Source: an optimization exercise on an open RTL-to-GDS flow (aim: small area, a short achievable clock period and few clock cycles per item). Production flows keep margins and buffers that such runs may drop. The RTL was checked by simulation tests, not by an equivalence proof against the original design. Power and IR drop assume default switching activity.

==> flow/design.v (outline; a module is shown in full before it is edited, if it fits) <==
// module matrix_multiplier: 1502 lines
module matrix_multiplier (
    input  logic         clk,
    input  logic         reset_n,
    input  logic         en,
    input  logic [2:0]   r1,
    input  logic [2:0]   c1,
    input  logic [224:0] a_data,
    input  logic [2:0]   r2,
    input  logic [2:0]   c2,
    input  logic [224:0] b_data,
    output logic         busy,
    output logic         is_valid,
    output logic         done,
    output logic [2:0]   r_out,
    output logic [2:0]   c_out,
    output logic [224:0] data_out
);
  // ...
==> flow/flow/run.sh <==
#!/bin/bash
# Layout: the standard flow (standard synthesis included), with plain
# buf_1 cells as the input and output port buffers, and timing repair asked
# to leave 8.5 ns of setup slack at the 12.5 ns clock (a 4.0 ns target).
set -euo pipefail
cd "$(dirname "$0")/.."
export BUFFER_PORTS_ARGS="-buffer_cell sky130_fd_sc_hd__buf_1"
export SETUP_SLACK_MARGIN=8.5
bash standard.sh > standard.log 2>&1
==> flow/standard.sh <==
#!/bin/bash
# synth_recipe.tcl (not shown) runs the flow's synth.tcl, then flattens the netlist and writes it again
# the make line also repeats each setting of config.mk as NAME=value (left out here)
make -C /OpenROAD-flow-scripts/flow DESIGN_CONFIG=/design/flow/config.mk WORK_HOME=/design/flow/orfs CLKGATE_MAP_FILE= SYNTH_SCRIPT=/design/flow/synth_recipe.tcl "${@:-finish}"
==> flow/config.mk <==
export PLATFORM = sky130hd
export DESIGN_NAME = matrix_multiplier
export DESIGN_NICKNAME = matrix_multiplier
export VERILOG_FILES = /design/flow/design.v
export SDC_FILE = /design/flow/constraint.sdc
export NUM_CORES = 4
export LEC_CHECK = 0
export CAP_MARGIN = 20
export CORE_MARGIN = 2
export CORE_UTILIZATION = 40
export SLEW_MARGIN = 20
==> flow/constraint.sdc <==
create_clock -name core_clock -period 12.5 [get_ports {clk}]
set_input_delay 2.5000 -clock core_clock [delete_from_list [all_inputs] [get_ports {clk}]]
set_output_delay 2.5000 -clock core_clock [all_outputs]
set_load 0.01 [all_outputs]
==> flow_summary.json, run 1 <==
{
  "nWellTaps": 1186,
  "synth_top_area_share_pct": 18.3,
  "multi_input_area_sq_mm": 0.0233,
  "slowest_delay_ps": 700,
  "start_util_pct": 40.3,
  "outcome": "finished clean",
  "clkPwrFrac_pct": 33.9,
  "core-area_sq_mm": 0.0915,
  "cp_max_fo": 5,
  "clock_net_power_mw": 1.83,
  "crit_path_top_delay_cell": "dfstp_4",
  "use_met3_pct": 15.7,
  "n_all_buffers": 797,
  "dieWidth_microns": 308,
  "die_y_microns": 308,
  "synth-edff-count": 225,
  "synth_common_cells": "nand2_1, and2_1, a22oi_1",
  "fmax_ghz": 0.233,
  "syn_avg_cell_area_sq_um": 9.65,
  "first_pass_iters": 15,
  "placed_cell_area_sq_mm": 0.0405,
  "multi_input_area_share_pct": 52.5,
  "met1_usage_pct": 52.5,
  "numCtsBuffers": 58,
  "n_sequential_cell": 506,
  "num_rows": 111,
  "post-route-period-util_pct": 34.3,
  "synthToLayoutAreaGrowth_pct": 20.6,
  "cp_cell_sequence": "buf_12 -> nor2_1 -> clkbuf_2",
  "internal_power_mw": 3.43
}
Testbench counts, summed over its fixed seeds: cycles 3,723, items 480.
==> run 2, diff against run 1 <==
--- a/flow/design.v
+++ b/flow/design.v
@@ -1454,17 +1454,16 @@
     always_ff @(posedge clk) begin
         for (int t = 0; t < 25; t++) begin
             if (wr && int'(wgrp) == t / 2)
                 res_n[t] <= ~dot[t % 2];
         end
     end
     logic [24:0] shown;
     logic        done_d;     
-    logic [24:0] show_n;
     assign done_d = en & act & (done | (busy & wr & last));
     always_comb begin
         case ({r_out, c_out})
             6'd9: shown = 25'h0000001;
             6'd10: shown = 25'h0000003;
             6'd11: shown = 25'h0000007;
             6'd12: shown = 25'h000000f;
             6'd13: shown = 25'h000001f;
@@ -1486,17 +1485,18 @@
             6'd41: shown = 25'h000001f;
             6'd42: shown = 25'h00003ff;
             6'd43: shown = 25'h0007fff;
             6'd44: shown = 25'h00fffff;
             6'd45: shown = 25'h1ffffff;
             default: shown = 25'd0;
         endcase
     end
+    logic [24:0] show;       
     always_ff @(posedge clk or negedge reset_n) begin
-        if (!reset_n) show_n <= '1;
-        else          show_n <= ~({25{done_d}} & shown);
+        if (!reset_n) show <= '0;
+        else          show <= {25{done_d}} & shown;
     end
     always_comb begin
         for (int t = 0; t < 25; t++)
-            data_out[t * 9 +: 9] = ~(res_n[t] | {9{show_n[t]}});
+            data_out[t * 9 +: 9] = ~res_n[t] & {9{show[t]}};
     end
 endmodule
==> run 2 against run 1 <==
Against the previous run: clock power up 2%; critical path depth up 1; total power grew 0.40%; via count up 1.6%; first-iteration DRC count increased by 2.3%; cell count up 1.7%; wire length rose by 1.0%; clock skew is 11 ps higher; area after synthesis rose by 1.6%; hold slack gained 3.5 ps; largest power group unchanged; highest routed layer unchanged.
==> flow_summary.json, run 2 <==
{
  "critical_path_class": "flop to primary output",
  "fin_area_sq_mm": 0.0449,
  "num_rows": 112,
  "synth_top_area_share_pct": 18.0,
  "final_hold_viol_count": 0,
  "syn_avg_cell_area_sq_um": 9.83,
  "synthSimpleGateAreaFrac_pct": 19.4,
  "slowest_delay_ps": 410,
  "synth-xor-area-share_pct": 4.40,
  "async_flop_share_pct": 9.68,
  "power.switching_mw": 1.91,
  "synth_common_cells": "and2_1, nand2_1, a22oi_1",
  "met1_usage_pct": 50.3,
  "drt-initial-drc-count": 8651,
  "place.gp.congestion": 1.09,
  "p_leak_nw": 17.6,
  "comb_power_share_pct": 24.6,
  "rsz0062_at_grt": "true",
  "finalSetupViolations": 0,
  "post-dp-hpwl_microns": 154000,
  "max-clock-path-buffers": 3,
  "insertion_delay_ps": 690,
  "clk_pin_slew_ps": 60,
  "slew_headroom_pct": 22.5,
  "fin_crit_ps": 4200,
  "synth_top_family_by_area": "compound AO/OA/AOI/OAI gates",
  "cp_max_fo": 7,
  "io_pins": 699,
  "placed_cells": 5546,
  "seq_power_share_pct": 40.8,
  "nets": 5161,
  "internal_power_mw": 3.50,
  "setup_tns_ps": 0,
  "yosysSeqAreaShare_pct": 33.7,
  "multi_input_area_sq_mm": 0.0238,
  "cts_sinks": 506,
  "dieWidth_microns": 310,
  "instances_no_fill": 5753,
  "holdBufCountCts": 0,
  "largest_reg_flops": 225,
  "outcome": "finished clean",
  "sw_frac_of_total_pct": 35.3,
  "synthCells": 3812,
  "synth_most_common_cell": "and2_1",
  "r2r_slack_ps": 8580,
  "grt_busiest_layer": "met2",
  "crit_path_top_delay_cell": "dfrtp_2",
  "grt_usage_pct": 41.0,
  "maxCapViolCount": 0,
  "yosys.cell_types.count": 79,
  "critPathRequiredTime_ps": 10000,
  "syn_area_sq_mm": 0.0375,
  "antenna_found_initial": 93,
  "regMostFlops": "res_n",
  "placed_cell_area_sq_mm": 0.0411,
  "powerDensity_mw_per_mm2": 120,
  "ys_ff_latch": 506,
  "use_met3_pct": 16.6,
  "crit_family": "buffers and inverters",
  "core-area_sq_mm": 0.0930,
  "clkPwrFrac_pct": 34.6,
  "fmax_ghz": 0.238,
  "dieArea_sq_mm": 0.0961,
  "nFillCells": 8877,
  "grt_pass1_wl_microns": 283000,
  "critPathLaunchType": "flop",
  "ir_worst_vdd_mv": 0.147,
  "cp_cell_sequence": "buf_12 -> clkbuf_16 -> nor2b_1 -> buf_2",
  "muxShareOfSynthArea_pct": 0.170,
  "yosys_most_used_dff": "dfxtp_1",
  "yosysWarnings": 1,
  "yosysTopAreaCell": "edfxtp_1",
  "post-route-period-util_pct": 33.6,
  "synthAdderAreaFrac_pct": 15.5,
  "synth-edff-count": 225,
  "numCtsBuffers": 58,
  "wire_per_inst_microns": 35.8,
  "drtAntennaViolNets": 0,
  "grt_max_degree": 68,
  "grt_pass1_vias": 37200,
  "gr-total-overflow": 0,
  "synthToLayoutAreaGrowth_pct": 20.0,
  "viasPerCell": 6.90,
  "synth_area_leaders": "edfxtp_1, fa_1, dfxtp_1, and2_1, a22oi_1",
  "layout_common_cells": "buf_1, and2_1, nand2_1, a22oi_1, fa_1",
  "synthesis.nets": 4584,
  "num_vias": 39700,
  "final_common_cell": "buf_1",
  "drc": 0,
  "die_y_microns": 310,
  "tightest_slew_ps": 1160,
  "end_kind": "primary output",
  "root_buffer": "clkbuf_16",
  "slew_viol_final": 0,
  "cts_max_level": 2,
  "seq_area_sq_mm": 0.0128,
  "layout-drive-gt1-share_pct": 13.3,
  "hp-class": "flop to flop",
  "io_buffers": 698,
  "path_buf_inv": 3,
  "start_util_pct": 40.3,
  "met2_usage_pct": 60.0,
  "arrival_ps": 1700,
  "clock_skew_ps": 80.4,
  "synth_compound_area_share_pct": 22.6,
  "cts_tree": "yes",
  "first_pass_iters": 15,
  "wirelength_microns": 206000
}
run 2: cell types whose count changed after synthesis, moves of 17 or more:
cell      before  now
a22o_1       112  142
inv_1        138  121
nor2_1       268   64
nand4_1       48   70
nor2b_1       15  236
nand2_1      436  387
a222oi_1     240  201
a22oi_1      331  303
run 2: power groups by stage:
stage	clock [mW]	sequential [mW]	combinational, mW
floorplan	0	2.11	0.568
global placement	0	2.23	1.25
detailed placement	0	2.22	1.26
CTS	1.87	2.19	1.27
global route	1.92	2.21	1.37
finish	1.87	2.21	1.33
run 2: cells by family (layout without fill, tap and decap cells):
family	count (synthesis)	count (layout)
XOR/XNOR	188	188
multiplexers	6	6
other	0	63
AO/OA/AOI/OAI	1038	1038
AND/OR/NAND/NOR	1360	1360
flip-flops	506	506
buffers and inverters	407	1031
adder cells (fa/ha/maj)	307	307
run 2: through the flow:
step	setup WS (ps)	util, %	power [mW]	hold slack, ps
after floorplan	8520	-	2.68	331
after global placement	7140	44.2	3.48	337
after detailed placement	7080	44.2	3.49	350
after CTS	8330	47.0	5.33	356
after global routing	8270	48.2	5.50	364
final	8300	48.3	5.41	354
run 2: cell type report:
class                      count  share of cell area, %
multi-input combinational   2899                   52.9
sequential                   506                   28.4
timing repair buffer         801                   9.24
tap                         1254                   3.49
clock buffer                  75                   3.46
clock inverter                32                   1.09
inverter                     123                   1.03
antenna                       63                  0.351
run 2: routing by layer:
layer / share of wire [%] / vias to the layer above
met1: 35 / 19200
met3: 16 / 1080
met5: 0.19 / -
li1: - / 15500
met4: 8.0 / 58
met2: 42 / 3881
run 2: final timing paths:
check / startpoint / endpoint / cells after the start
min in group asynchronous: reset_n / grp[4]$_DFFE_PN0P_ / 2
max in group asynchronous: reset_n / show[19]$_DFF_PN0_ / 2
hold reg to reg: vld[1]$_DFF_PN0_ / vld[2]$_DFF_PN0_ / 0
hold / removal: vld[1]$_DFF_PN0_ / vld[2]$_DFF_PN0_ / 0
setup / recovery: show[23]$_DFF_PN0_ / data_out[206] / 4
setup reg to reg: bo0[39]$_DFF_P_ / cs0_0[10]$_DFF_P_ / 8
run 2: worst register-to-register path: cells and delay by family (launching register included):
| kind | cells | cell delay (ps) |
|---|---|---|
| buf+inv | 1 | 50 |
| simple gates | 1 | 240 |
| flops | 1 | 640 |
| fa+ha+maj | 6 | 2800 |
run 2: what timing repair did:
item,CTS,global route
buffers inserted,15,16
gates cloned,0,6
resized for setup,201,328
pin swaps,0,2
setup endpoints to repair,359,273
Testbench counts of run 2, summed over its fixed seeds: cycles 3,723, items 480.
==> run 3, diff against run 2 <==
--- a/flow/config.mk
+++ b/flow/config.mk
@@ -8,4 +8,6 @@
 export CAP_MARGIN = 20
 export CORE_MARGIN = 2
 export CORE_UTILIZATION = 40
+export CTS_CLUSTER_DIAMETER = 60
+export CTS_CLUSTER_SIZE = 30
 export SLEW_MARGIN = 20
==> run 3 against run 2 <==
Against the previous run: sequential power barely moved; largest power group unchanged; largest cell class unchanged; global-route usage fell by 0.052 points; synthesized cell count did not move; still clean; combinational power barely moved.
==> flow_summary.json, run 3 <==
{
  "dieArea_sq_mm": 0.0961,
  "cp_cell_sequence": "buf_2 -> nor2b_1 -> buf_1",
  "finalSetupViolations": 0,
  "grt_usage_pct": 41.0,
  "post-dp-hpwl_microns": 154000,
  "rsz0062_at_grt": "true",
  "wirelength_microns": 205000,
  "syn_avg_cell_area_sq_um": 9.83,
  "die_y_microns": 310,
  "yosys.cell_types.count": 79,
  "layout-drive-gt1-share_pct": 11.9,
  "numCtsBuffers": 51,
  "gr-total-overflow": 0,
  "drt-initial-drc-count": 8604,
  "cts_sinks": 506,
  "synthCells": 3812,
  "drtAntennaViolNets": 0,
  "holdPathStages": 0,
  "p_leak_nw": 17.3,
  "critical_path_class": "flop to primary output",
  "grt_pass1_vias": 37300,
  "num_vias": 39500,
  "insertion_delay_ps": 690,
  "p_total_mw": 5.25,
  "nets": 5146,
  "dieWidth_microns": 310,
  "viasPerCell": 6.88,
  "arrival_ps": 1670,
  "crit_path_top_delay_cell": "dfrtp_2",
  "placed_cell_area_sq_mm": 0.0411,
  "final_hold_viol_count": 0,
  "yosysWarnings": 1,
  "place.gp.congestion": 1.09,
  "fmax_ghz": 0.240,
  "slew_headroom_pct": 22.8,
  "synthesis.nets": 4584,
  "setup_tns_ps": 0,
  "critPathLaunchType": "flop",
  "synthToLayoutAreaGrowth_pct": 18.4,
  "antenna_found_initial": 90,
  "first_pass_iters": 11,
  "worst_slack_ps": 8330,
  "num_rows": 112,
  "cts_tree": "yes",
  "clock_skew_ps": 82.7,
  "regMostFlops": "res_n",
  "powerDensity_mw_per_mm2": 118,
  "largest_reg_flops": 225,
  "syn_area_sq_mm": 0.0375,
  "yosysTopAreaCell": "edfxtp_1",
  "synth_most_common_cell": "and2_1",
  "core-area_sq_mm": 0.0930,
  "hp-class": "flop to flop",
  "start_util_pct": 40.3,
  "synth_common_cells": "and2_1, nand2_1, a22oi_1",
  "holdBufCountCts": 0,
  "layout_common_cells": "buf_1, and2_1, nand2_1, a22oi_1, fa_1",
  "tightest_slew_ps": 1160,
  "cts_max_level": 2,
  "outcome": "finished clean",
  "wire_per_inst_microns": 35.7,
  "ir_worst_vdd_mv": 0.147,
  "io_pins": 699,
  "synth_top_area_share_pct": 18.0,
  "grt_max_degree": 68,
  "post-route-period-util_pct": 33.4,
  "yosysSeqAreaShare_pct": 33.7,
  "root_buffer": "clkbuf_16",
  "fin_area_sq_mm": 0.0443,
  "grt_pass1_wl_microns": 282000,
  "end_kind": "primary output",
  "cp_max_fo": 6,
  "drc": 0,
  "ys_ff_latch": 506,
  "rr_worst_depth": 10,
  "synth-edff-count": 225,
  "async_flop_share_pct": 9.68,
  "critPathRequiredTime_ps": 10000,
  "slowest_delay_ps": 460,
  "max-clock-path-buffers": 3,
  "place_ws_ps": 7080,
  "slew_viol_final": 0,
  "synth_area_leaders": "edfxtp_1, fa_1, dfxtp_1, and2_1, a22oi_1",
  "final_common_cell": "buf_1",
  "yosys_most_used_dff": "dfxtp_1",
  "io_buffers": 698,
  "fin_crit_ps": 4170,
  "clk_pin_slew_ps": 70,
  "maxCapViolCount": 0
}
run 3: final timing paths:
kind | from | to | slack, ps
worst min register to register | vld[1]$_DFF_PN0_ | vld[2]$_DFF_PN0_ | 360
worst min-delay path | vld[1]$_DFF_PN0_ | vld[2]$_DFF_PN0_ | 360
worst max-delay path | show[2]$_DFF_PN0_ | data_out[24] | 8330
worst max register to register | ao0[4]$_DFF_P_ | cs0_0[12]$_DFF_P_ | 8600
min in group asynchronous | reset_n | grp[4]$_DFFE_PN0P_ | 1960
max in group asynchronous | reset_n | show[19]$_DFF_PN0_ | 10020
run 3: logic make-up (layout without fill, tap and decap cells):
kind of cell               after synthesis  count (layout)  share of synthesized area (%)
AOI/OAI and AO/OA                     1038            1038                           22.6
xor gates and xnor gates               188             188                           4.40
adders and majority gates              307             307                           15.5
buffers and inverters                  407            1012                           4.23
DFF                                    506             506                           33.7
muxes                                    6               6                          0.170
other                                    0              64                              0
and+or+nand+nor                       1360            1360                           19.4
run 3: timing repair:
action | in CTS | in global routing
setup buffers | 13 | 10
endpoints found under the setup margin | 360 | 250
resized for setup | 168 | 240
endpoints found under the hold margin | 0 | 0
pin swaps | 0 | 0
gates cloned | 0 | 6
run 3: layout make-up:
| cell class | count | area, sq um |
|---|---|---|
| antenna | 64 | 160 |
| clock buffer | 58 | 1350 |
| clock inverter | 38 | 494 |
| fill | 8953 | 48700 |
| inverter | 123 | 462 |
| multi-input combinational | 2899 | 23700 |
| sequential | 506 | 12700 |
| tap | 1254 | 1570 |
| timing repair buffer | 793 | 3900 |
run 3: through the flow:
| stage | hold WS [ps] | utilization [%] | cells |
|---|---|---|---|
| 4_1_cts | 359 | 46.7 | 5655 |
| 2_1_floorplan | 331 | - | 3812 |
| 5_1_grt | 368 | 47.6 | 5711 |
| 3_3_place_gp | 337 | 44.2 | 5546 |
| 6_report | 356 | 47.6 | 5735 |
| 3_5_place_dp | 350 | 44.2 | 5546 |
run 3: worst max-delay path, delay by kind of cell, from the launching register on:
| kind | cells | cell delay (ps) |
|---|---|---|
| flops | 1 | 460 |
| buf+inv | 2 | 430 |
| simple gates | 1 | 140 |
run 3: routing by layer:
| metal | global-route usage [%] | share of wire, % | vias to the layer above | routed length [microns] |
|---|---|---|---|---|
| met1 | 50.0 | 34 | 19100 | 70500 |
| met5 | 0.202 | 0.22 | - | 448 |
| met3 | 16.8 | 16 | 1025 | 32300 |
| li1 | - | - | 15500 | - |
| met4 | 26.4 | 8.2 | 62 | 16700 |
| met2 | 59.6 | 41 | 3827 | 85100 |
run 3: where the power goes:
part / total, mW / internal, mW / leakage, nW / switching (mW)
logic: 1.33 / 0.373 / 11.8 / 0.953
registers: 2.21 / 2.03 / 4.57 / 0.174
clock network: 1.72 / 0.880 / 0.891 / 0.841
==> run 4, diff against run 3 <==
==> flow/flow/run.sh (replaced) <==
#!/bin/bash
# Layout: the standard flow (standard synthesis included), with plain
# buf_1 cells as the input and output port buffers, and timing repair asked
# to leave 8.3 ns of setup slack at the 12.5 ns clock (a 4.2 ns target).
set -euo pipefail
cd "$(dirname "$0")/.."
export BUFFER_PORTS_ARGS="-buffer_cell sky130_fd_sc_hd__buf_1"
export SETUP_SLACK_MARGIN=8.3
bash standard.sh > standard.log 2>&1
==> run 4 against run 3 <==
Against the previous run: critical path type unchanged; still clean on timing, DRC and antenna; largest cell class unchanged; clock-buffer cell count down 9; clock skew down 31 ps; register-to-register slack worse by 210 ps; die area unchanged.
==> flow_summary.json, run 4 <==
{
  "outcome": "finished clean",
  "num_rows": 112,
  "num_vias": 38700,
  "largest_reg_flops": 225,
  "nets": 5127,
  "wirelength_microns": 203000,
  "yosysSeqAreaShare_pct": 33.7,
  "max-clock-path-buffers": 3,
  "io_pins": 699,
  "holdBufCountCts": 0,
  "yosysWarnings": 1,
  "synthToLayoutAreaGrowth_pct": 15.3,
  "post-dp-hpwl_microns": 154000,
  "synth_most_common_cell": "and2_1",
  "cp_max_fo": 14,
  "syn_area_sq_mm": 0.0375,
  "synthesis.nets": 4584,
  "drt-initial-drc-count": 8644,
  "final_hold_viol_count": 0,
  "critPathRequiredTime_ps": 10000,
  "fin_crit_ps": 4180,
  "synth_common_cells": "and2_1, nand2_1, a22oi_1",
  "async_flop_share_pct": 9.68,
  "maxCapViolCount": 0,
  "first_pass_iters": 14,
  "placed_cell_area_sq_mm": 0.0411,
  "critical_path_class": "flop to primary output",
  "regMostFlops": "res_n",
  "cts_sinks": 506,
  "cts_max_level": 2,
  "grt_pass1_vias": 36800,
  "fmax_ghz": 0.239,
  "dieArea_sq_mm": 0.0961,
  "drc": 0,
  "nFillCells": 9082,
  "core-area_sq_mm": 0.0930,
  "antenna_found_initial": 76,
  "synth-edff-count": 225,
  "synthCells": 3812,
  "ys_ff_latch": 506,
  "setup_tns_ps": 0,
  "grt_usage_pct": 41.0,
  "die_y_microns": 310,
  "fin_area_sq_mm": 0.0432,
  "insertion_delay_ps": 660,
  "root_buffer": "clkbuf_16",
  "layout-drive-gt1-share_pct": 5.58,
  "slew_headroom_pct": 18.9,
  "synth_top_area_share_pct": 18.0,
  "powerDensity_mw_per_mm2": 119,
  "post-route-period-util_pct": 33.4,
  "final_common_cell": "buf_1",
  "layout_common_cells": "buf_1, and2_1, nand2_1, a22oi_1, fa_1",
  "slew_viol_final": 0,
  "grt_max_degree": 68,
  "end_kind": "primary output",
  "hp-class": "flop to flop",
  "tightest_slew_ps": 1220,
  "viasPerCell": 6.79,
  "cts_tree": "yes",
  "drtAntennaViolNets": 0,
  "arrival_ps": 1680,
  "yosysTopAreaCell": "edfxtp_1",
  "wire_per_inst_microns": 35.6,
  "dieWidth_microns": 310,
  "p_leak_nw": 16.4,
  "grt_pass1_wl_microns": 282000,
  "yosys.cell_types.count": 79,
  "rsz0062_at_grt": "true",
  "finalSetupViolations": 0,
  "place.gp.congestion": 1.06,
  "ir_worst_vdd_mv": 0.119,
  "critPathLaunchType": "flop",
  "gr-total-overflow": 0,
  "yosys_most_used_dff": "dfxtp_1",
  "clk_pin_slew_ps": 80,
  "numCtsBuffers": 47,
  "start_util_pct": 40.3,
  "synth_area_leaders": "edfxtp_1, fa_1, dfxtp_1, and2_1, a22oi_1",
  "io_buffers": 698,
  "clock_skew_ps": 52.2,
  "syn_avg_cell_area_sq_um": 9.83
}
==> run 4: metrics by stage <==
stage / setup WS (ps) / power [mW] / hold slack [ps] / utilization (%) / instances
5_1_grt: 8290 / 5.26 / 357 / 46.4 / 5686
3_3_place_gp: 6950 / 3.49 / 333 / 44.2 / 5555
4_1_cts: 8300 / 5.09 / 355 / 46.2 / 5647
2_1_floorplan: 8440 / 2.68 / 331 / - / 3812
6_report: 8320 / 5.14 / 360 / 46.4 / 5696
3_5_place_dp: 6850 / 3.49 / 337 / 44.2 / 5555
==> run 4: power by group <==
part           switching (mW)  leakage, nW  internal (mW)
sequential              0.177         4.57           2.03
combinational           0.930         11.0          0.374
clock                   0.836        0.831          0.792
total                    1.94         16.4           3.19
==> run 4: cells by family after synthesis <==
kind of cell | share of synthesized area (%)
AOI/OAI and AO/OA | 22.6
xor gates and xnor gates | 4.40
adders and majority gates | 15.5
buffers and inverters | 4.23
DFF | 33.7
muxes | 0.170
and+or+nand+nor | 19.4
==> run 4: what timing repair did <==
| action | CTS | global route |
|---|---|---|
| endpoints found under the setup margin | 232 | 86 |
| resized for setup | 24 | 26 |
| buffers inserted | 4 | 1 |
==> run 4: area by class of cell <==
class / count / area (sq um) / share of cell area [%]
Clock buffer: 49 / 1200 / 2.79
Sequential cell: 506 / 12700 / 29.3
Inverter: 123 / 462 / 1.07
Antenna cell: 48 / 120 / 0.278
Clock inverter: 39 / 532 / 1.23
Timing Repair Buffer: 778 / 3280 / 7.59
Tap cell: 1254 / 1570 / 3.63
Multi-Input combinational cell: 2899 / 23400 / 54.1
==> run 4: worst max-delay path: stages (launching register included) <==
cell and delay [ps]:
dfrtp_4 430, buf_12 140, nor2b_1 230, buf_1 220
==> run 4: metal layers <==
metal,up-vias,wire length [microns],global-route usage (%)
li1,15400,-,-
met1,18600,72900,51.7
met2,3723,85600,60.8
met3,939,28700,13.9
met4,46,15300,24.4
met5,-,307,0.152
==> run 4: worst paths after layout <==
check / startpoint / endpoint / slack [ps] / cells after the start
max in group asynchronous: reset_n / show[11]$_DFF_PN0_ / 10010 / 2
setup / recovery: show[14]$_DFF_PN0_ / data_out[123] / 8320 / 3
min in group asynchronous: reset_n / c_out[0]$_DFFE_PN0P_ / 1980 / 2
hold reg to reg: vld[1]$_DFF_PN0_ / vld[2]$_DFF_PN0_ / 360 / 0
setup reg to reg: ao1[0]$_DFF_P_ / cs1_0[12]$_DFF_P_ / 8390 / 10
hold / removal: vld[1]$_DFF_PN0_ / vld[2]$_DFF_PN0_ / 360 / 0

## what the ideal ports hide
The results above use ideal ports. As a check the final layouts listed here were re-extracted and re-timed, cells and wires unchanged. Step 1 sets driving cells, clkbuf_16 on the clock port and buf_2 on the other inputs (assumed; they add their load-dependent delay and slew). Step 2 moves the port delays by t, midway between the first and last clock arrival at a register: inputs arrive t later, outputs are due t later. That takes back most of the time a late clock gives input paths. Three values: no drivers, after step 1, after step 2; two values: the first two.
run | shift t [ns] | setup WS [ns] | worst setup path after step 2 | slew at the worst register clock pin (ns) | worst data-port slew with drivers (ns)
run 1 | 0.732 | 8.212 / 8.141 / 7.795 | input to register | 0.07 / 0.07 | 0.24
run 2 | 0.720 | 8.302 / 8.232 / 7.875 | input to register | 0.07 / 0.07 | 0.26
run 3 | 0.714 | 8.328 / 8.258 / 7.876 | input to register | 0.11 / 0.11 | 0.26
run 4 | 0.712 | 8.320 / 8.246 / 7.698 | input to register | 0.10 / 0.10 | 0.25
After both steps setup and hold are still met in every run listed. For run 4, which loses most, drivers alone change the setup slack by -0.074 ns; drivers and shift together by -0.622 ns.
